This design comes from an exercise in tuning for small area on the open sky130 flow, not from production work. Function was checked by simulation only, so behaviour that the tests miss may differ from the original.

## the previous run
==> flow/design.v (excerpt) <==
module signal_gen_top
(
  input  logic          clk_user_bufg,
  input  logic          rst_glb,
  input  logic          dds_reset,
  input  logic [111:0]  dds_cfg,       
  input  logic [63:0]   vc_cfg,        
  input  logic [29:0]   fsc_req,       
  output logic [31:0]   iq,            
  output logic [29:0]   fsc,           
  output logic [15:0]   vc_triangle,
  output logic [15:0]   vc_dac_data
);
  wire        mode      = dds_cfg[111];
  wire [31:0] fcw       = dds_cfg[110:79];
  wire [14:0] amp       = dds_cfg[78:64];
  wire [31:0] prt_width = dds_cfg[63:32];
  wire [31:0] prt_cycle = dds_cfg[31:0];
  wire [31:0] vc_fcw    = vc_cfg[63:32];
  wire [15:0] vc_amp    = vc_cfg[31:16];
  wire [15:0] vc_offset = vc_cfg[15:0];
  logic rst_dds_d1;
  logic rsync;
  always_ff @(posedge clk_user_bufg or posedge rst_glb)
  begin
    if (rst_glb)
    begin
      rst_dds_d1 <= 1'b1;
      rsync      <= 1'b1;
    end
    else
    begin
      rst_dds_d1 <= dds_reset;
      rsync      <= rst_dds_d1;
    end
  end
  wire [29:0] fsc_d;
  assign fsc_d[29:20] = (fsc_req[29:20] == 10'd0) ? 10'd1023 : fsc_req[29:20];
  assign fsc_d[19:10] = (fsc_req[19:10] == 10'd0) ? 10'd1023 : fsc_req[19:10];
  assign fsc_d[9:0]   = (fsc_req[9:0]   == 10'd0) ? 10'd1023 : fsc_req[9:0];
  always_ff @(posedge clk_user_bufg or posedge rst_glb)
  begin
    if (rst_glb)
      fsc <= {30{1'b1}};
    else
      fsc <= fsc_d;
  end
  logic [31:0] cnt_r;        
  logic        gate;
  logic [31:0] phase;
  logic [5:0]  s1_idx;       
  logic        s1_nsin;      
  logic        s1_ncos;      
  logic        s1_zero;      
  logic        s1_gate;
  wire [31:0] cnt_r_nxt;
  wire        gate_nxt;
  wire [31:0] phase_sum;
  pulse_timer u_pulse (
    .clr       (rsync),
    .r         (cnt_r),
    .prt_width (prt_width),
    .prt_cycle (prt_cycle),
    .r_nxt     (cnt_r_nxt),
    .gate_nxt  (gate_nxt)
  );
  sg_acc32 u_phase_acc (.a(phase), .b(fcw), .s(phase_sum));
  always_ff @(posedge clk_user_bufg)
  begin
    cnt_r   <= cnt_r_nxt;
    gate    <= gate_nxt;
    phase   <= rsync ? 32'd0 : phase_sum;
    s1_idx  <= phase[29:24] ^ {6{phase[30]}};
    s1_nsin <= phase[31];
    s1_ncos <= phase[31] ^ phase[30];
    s1_zero <= rsync;
    s1_gate <= gate;
  end
  wire [14:0] mm_sin, mm_cos;
  wire        kill;
  wire [14:0] amp_k;
  wire [15:0] i_d, q_d;
  ...
Size in the first run: ~3000 cells after synthesis, about 200 flip-flops, ~31000 sq um of cells after synthesis.
==> flow/config.mk <==
export PLATFORM = sky130hd
export DESIGN_NAME = signal_gen_top
export DESIGN_NICKNAME = signal_gen_top
export VERILOG_FILES = /design/flow/design.v
export SDC_FILE = /design/flow/constraint.sdc
export NUM_CORES = 4
export LEC_CHECK = 0
export CAP_MARGIN = 20
export CORE_MARGIN = 2
export CORE_UTILIZATION = 60
export CTS_BUF_LIST = sky130_fd_sc_hd__clkbuf_4
export SLEW_MARGIN = 20
export SYNTH_HIERARCHICAL = 1
export SYNTH_MINIMUM_KEEP_SIZE = 0
==> flow/constraint.sdc <==
create_clock -name core_clock -period 12.0 [get_ports {clk_user_bufg}]
set_input_delay 2.4000 -clock core_clock [delete_from_list [all_inputs] [get_ports {clk_user_bufg}]]
set_output_delay 2.4000 -clock core_clock [all_outputs]
set_load 0.01 [all_outputs]
standard.sh (not shown) runs the stock make flow with config.mk's settings and CLKGATE_MAP_FILE= SYNTH_SCRIPT=/design/flow/synth_recipe.tcl, a recipe that flattens the netlist after the stock synthesis.
==> flow/flow/run.sh <==
#!/bin/bash
# Layout: the standard ORFS flow (standard.sh, which also runs the
# standard synthesis unchanged), with one change: buffer_ports, which puts a
# buffer on every input and output port, uses the platform's smallest buffer
# (sky130_fd_sc_hd__buf_1) instead of its default pick. repair_design still
# sizes or buffers those nets where slew or capacitance needs it.
# make's full output goes to flow_make.log in this folder; each ORFS step
# keeps its own log under orfs/logs/.
set -euo pipefail
cd "$(dirname "$0")/.."
bash standard.sh "BUFFER_PORTS_ARGS=-buffer_cell sky130_fd_sc_hd__buf_1" finish > flow_make.log 2>&1
Here is what was changed in the inputs of the current run compared with the previous run.
- SLEW_MARGIN now 0, was 20
- CAP_MARGIN now 0, was 20
==> flow/run.sh (new file) <==
#!/bin/bash
# synth_recipe.tcl (not shown) runs the flow's synth.tcl, then flattens the netlist and writes it again
# the make line also repeats each setting of config.mk as NAME=value (left out here)
make -C /OpenROAD-flow-scripts/flow DESIGN_CONFIG=/design/flow/config.mk WORK_HOME=/design/flow/orfs CLKGATE_MAP_FILE= SYNTH_SCRIPT=/design/flow/synth_recipe.tcl finish
removed: flow/flow/run.sh
removed: flow/standard.sh
## What came out
Compared with the previous run, top achievable clock speed in the current run decreased slightly.
The share of synthesized area occupied by flip-flops and latches on the previous run is in line with that on the current run.
Higher worst hold slack among the previous run and the current run: the previous run
In terms of post-route non-filler standard cell count, the current run and the previous run differ only marginally.
The current run vs the previous run — length of routed met3 wiring climbed by more than 10%
Comparing the previous run and the current run, worst relative slew slack is higher on the previous run.
Global-route usage: the current run higher than the previous run
Summary of the current run over the previous run: critical path depth dropped about 7%, setup slack dropped 0.16 ns, global-route wire length before repair climbed about 3.8%.

[separate check: timing with driven ports]
The flow's constraints put no driver on any port. The routed layouts listed below were extracted and timed again, unchanged, in two steps. Step 1: set_driving_cell puts a clkbuf_16 on clk_user_bufg and a buf_2 on each other input, an assumption about the parent block. Step 2 also shifts input and output timing later by t, the mid clock arrival at the registers, as if the neighbouring blocks saw the same clock. a / b / c = ideal / step 1 / step 2; a / b = the first two.
run	shift t [ns]	slack for setup (ns)	worst setup path after step 2	slew at the worst register clock pin (ns)	worst data-port slew with drivers (ns)
the previous run	0.834	1.627 / 1.627 / 1.142	input to register	0.08 / 0.08	0.09
the current run	0.824	1.466 / 1.466 / 0.686	input to register	0.08 / 0.08	0.09
After both steps every run listed still meets setup and hold. For the current run, which loses most, drivers alone change the setup slack by 0.000 ns; drivers and shift together by -0.780 ns.
